This is an optimization exercise on Yosys and OpenROAD, whose aim is small area, a short achievable clock period and few clock cycles, not a production implementation. RTL that was checked went through simulation tests only; none was proved equivalent to the original. Power and IR drop assume default switching activity.

== run 3 ==
==> module mem_loop_top, before the edit <==
module mem_loop_top
#(
  parameter int DATA_WIDTH  = 32,
  parameter int BURST_LEN   = 4,
  parameter int ADDR_WIDTH  = 6,
  parameter int FIFO_DEPTH  = 16,
  parameter int READ_LAT    = 2,
  parameter int INIT_CYCLES = 32
) (
  input  logic                  clk0_tb,
  input  logic                  locked,
  input  logic                  in_valid,
  input  logic [DATA_WIDTH-1:0] in_data,
  output logic                  in_ready,
  output logic                  out_valid,
  output logic [DATA_WIDTH-1:0] out_data,
  input  logic                  out_ready,
  output logic                  init_done
);
  localparam int DEPTH = 8;
  localparam int IW    = $clog2(INIT_CYCLES) + 1;
  logic [IW-1:0] init_cnt;
  always_ff @(posedge clk0_tb or negedge locked) begin
    if (!locked) begin
      init_cnt <= '0;
    end else if (!init_cnt[IW-1]) begin
      init_cnt <= init_cnt + 1'b1;
    end
  end
  assign init_done = init_cnt[IW-1];
  logic [DATA_WIDTH-1:0] buf_q [0:DEPTH-1];
  logic [DEPTH-1:0]      vld;       
  logic [DEPTH-1:0]      rd_oh;     
  logic [DEPTH-1:0]      wr_oh;     
  logic                  init_nxt;
  logic                  take7;     
  logic                  last_room;  
  logic                  in_take;
  logic                  complete;  
  logic                  out_hold;
  logic                  load;
  logic [DATA_WIDTH-1:0] head;
  assign init_nxt  = init_cnt[IW-1] || (init_cnt == IW'(INIT_CYCLES - 1));
  assign take7     = in_ready && wr_oh[DEPTH-1];
  assign last_room = |(vld & {wr_oh[DEPTH-2:0], wr_oh[DEPTH-1]});
  assign in_take  = in_valid && in_ready;
  assign complete = vld[DEPTH-1] || (in_valid && take7);
  assign out_hold = out_valid && !out_ready;
  assign load     = complete && !out_hold;
  always_ff @(posedge clk0_tb or negedge locked) begin
    if (!locked) begin
      vld       <= '0;
      rd_oh     <= DEPTH'(1);
      wr_oh     <= DEPTH'(1);
      in_ready  <= 1'b0;
      out_valid <= 1'b0;
    end else begin
      vld <= (vld & ~(rd_oh & {DEPTH{load}})) | (wr_oh & {DEPTH{in_take}});
      if (load) begin
        rd_oh <= {rd_oh[DEPTH-2:0], rd_oh[DEPTH-1]};
      end
      if (in_take) begin
        wr_oh <= {wr_oh[DEPTH-2:0], wr_oh[DEPTH-1]};
      end
      in_ready  <= init_nxt && (load || (in_take ? !last_room : (in_ready || !init_cnt[IW-1])));
      out_valid <= out_hold || complete;
    end
  end
  always_ff @(posedge clk0_tb) begin
    for (int i = 0; i < DEPTH; i++) begin
      if (!vld[i]) begin
        buf_q[i] <= in_data;
      end
    end
  end
  always_comb begin
    head = '0;
    for (int i = 0; i < DEPTH; i++) begin
      head = head | (buf_q[i] & {DATA_WIDTH{rd_oh[i]}});
    end
  end
  always_ff @(posedge clk0_tb) begin
    if (!out_hold) begin
      out_data <= head;
    end
  end
endmodule
clock: 8.0 ns
lec_check: 0
abc_clock_period_in_ps: 2500
cap_margin: 20
core_margin: 2
core_utilization: 55
place_density: 0.65
setup_slack_margin: 5
slew_margin: 20
synth_memory_max_bits: 16384
run.sh (not shown) runs the stock make flow with config.mk's settings and CLKGATE_MAP_FILE= SYNTH_SCRIPT=/design/flow/synth_recipe.tcl, a recipe that flattens the netlist after the stock synthesis.
For run 5, these inputs were changed with respect to run 3:
-- flow/design.v --
<<< run 3, line 52
  logic [DEPTH-1:0]      vld;       
  logic [DEPTH-1:0]      rd_oh;     
  logic [DEPTH-1:0]      wr_oh;     
  logic                  init_nxt;
  logic                  take7;     
  logic                  last_room;  
  logic                  in_take;
  logic                  complete;  
  logic                  out_hold;
  logic                  load;
  logic [DATA_WIDTH-1:0] head;
  assign init_nxt  = init_cnt[IW-1] || (init_cnt == IW'(INIT_CYCLES - 1));
  assign take7     = in_ready && wr_oh[DEPTH-1];
  assign last_room = |(vld & {wr_oh[DEPTH-2:0], wr_oh[DEPTH-1]});
  assign in_take  = in_valid && in_ready;
  assign complete = vld[DEPTH-1] || (in_valid && take7);
  assign out_hold = out_valid && !out_ready;
  assign load     = complete && !out_hold;
  always_ff @(posedge clk0_tb or negedge locked) begin
    if (!locked) begin
      vld       <= '0;
      rd_oh     <= DEPTH'(1);
      wr_oh     <= DEPTH'(1);
      in_ready  <= 1'b0;
      out_valid <= 1'b0;
    end else begin
      vld <= (vld & ~(rd_oh & {DEPTH{load}})) | (wr_oh & {DEPTH{in_take}});
      if (load) begin
        rd_oh <= {rd_oh[DEPTH-2:0], rd_oh[DEPTH-1]};
      end
      if (in_take) begin
        wr_oh <= {wr_oh[DEPTH-2:0], wr_oh[DEPTH-1]};
      end
      in_ready  <= init_nxt && (load || (in_take ? !last_room : (in_ready || !init_cnt[IW-1])));
      out_valid <= out_hold || complete;
    end
>>> run 5, line 52
  logic [DEPTH-1:0]      vld;       
  logic [DEPTH-1:0]      rd_oh;     
  logic [2:0]            wp;        
  logic                  in_take;
  logic                  complete;  
  logic                  out_hold;
  logic                  load;
  logic [DEPTH-1:0]      vld_nxt;
  logic [2:0]            wp_nxt;
  logic [DATA_WIDTH-1:0] head;
  assign in_take  = in_valid && in_ready;
  assign complete = vld[DEPTH-1] || (in_take && (wp == 3'(DEPTH - 1)));
  assign out_hold = out_valid && !out_ready;
  assign load     = complete && !out_hold;
  always_comb begin
    vld_nxt = vld;
    if (in_take) begin
      vld_nxt[wp] = 1'b1;
    end
    if (load) begin
      vld_nxt = vld_nxt & ~rd_oh;
    end
  end
  assign wp_nxt = wp + 3'(in_take);
  always_ff @(posedge clk0_tb or negedge locked) begin
    if (!locked) begin
      vld       <= '0;
      rd_oh     <= DEPTH'(1);
      wp        <= '0;
      in_ready  <= 1'b0;
      out_valid <= 1'b0;
    end else begin
      vld       <= vld_nxt;
      wp        <= wp_nxt;
      if (load) begin
        rd_oh <= {rd_oh[DEPTH-2:0], rd_oh[DEPTH-1]};
      end
      in_ready  <= (init_cnt[IW-1] || (init_cnt == IW'(INIT_CYCLES - 1))) && !vld_nxt[wp_nxt];
      out_valid <= out_hold || complete;
    end
==> comparison <==
Run 5: full flow OK, the timing, design-rule and antenna checks passed
Taking run 3 as the reference point, the time the final worst path needs with I/O delays and setup of run 5 rises by 0.0053 ns.
Summary of run 5 over run 3: clock network fraction of total power moved down; combined area of the multi-input logic cells now sits higher.
Layout buffer count excluding clock buffers: run 5 > run 3
Run 3 ended up with out_data[13] as its critical path capture point; run 5 ended up with init_done.
The worst ir drop on vdd of run 5 exceeds that of run 3 by about 15%.
Testbench counts of run 5, summed over its fixed seeds: cycles 7,339.
Only the layout flow was run in run 3; the RTL was not checked for function there.

==> static timing again, ports no longer ideal <==
How much do the figures lean on ideal ports? The routed layouts below were timed once more, with nothing changed but the port constraints. Step 1 (the two cells are an assumption about what drives the block):
set clk [get_ports {clk0_tb}]
set_driving_cell -lib_cell sky130_fd_sc_hd__clkbuf_16 $clk
set_driving_cell -lib_cell sky130_fd_sc_hd__buf_2 [delete_from_list [all_inputs] $clk]
Step 2 moves the port delays by t, midway between the first and last clock arrival at a register: inputs arrive t later, outputs are due t later. That takes back most of the time a late clock gives input paths. a / b / c = ideal ports / drivers / drivers and shift; a / b = the first two.
| run | t, ns | slack for setup (ns) | hold WS [ns] | clock arrival spread, ns | cell pins on the clock port's net |
|---|---|---|---|---|---|
| run 3 | 0.599 | 5.107 / 5.060 / 4.540 | 0.516 / 0.516 / 0.516 | 0.020 / 0.020 | 1 |
| run 5 | 0.586 | 5.102 / 5.058 / 4.560 | 0.508 / 0.508 / 0.508 | 0.009 / 0.010 | 1 |
After both steps setup and hold are still met in every run listed. For run 3, which loses most, drivers alone change the setup slack by -0.047 ns; drivers and shift together by -0.567 ns.
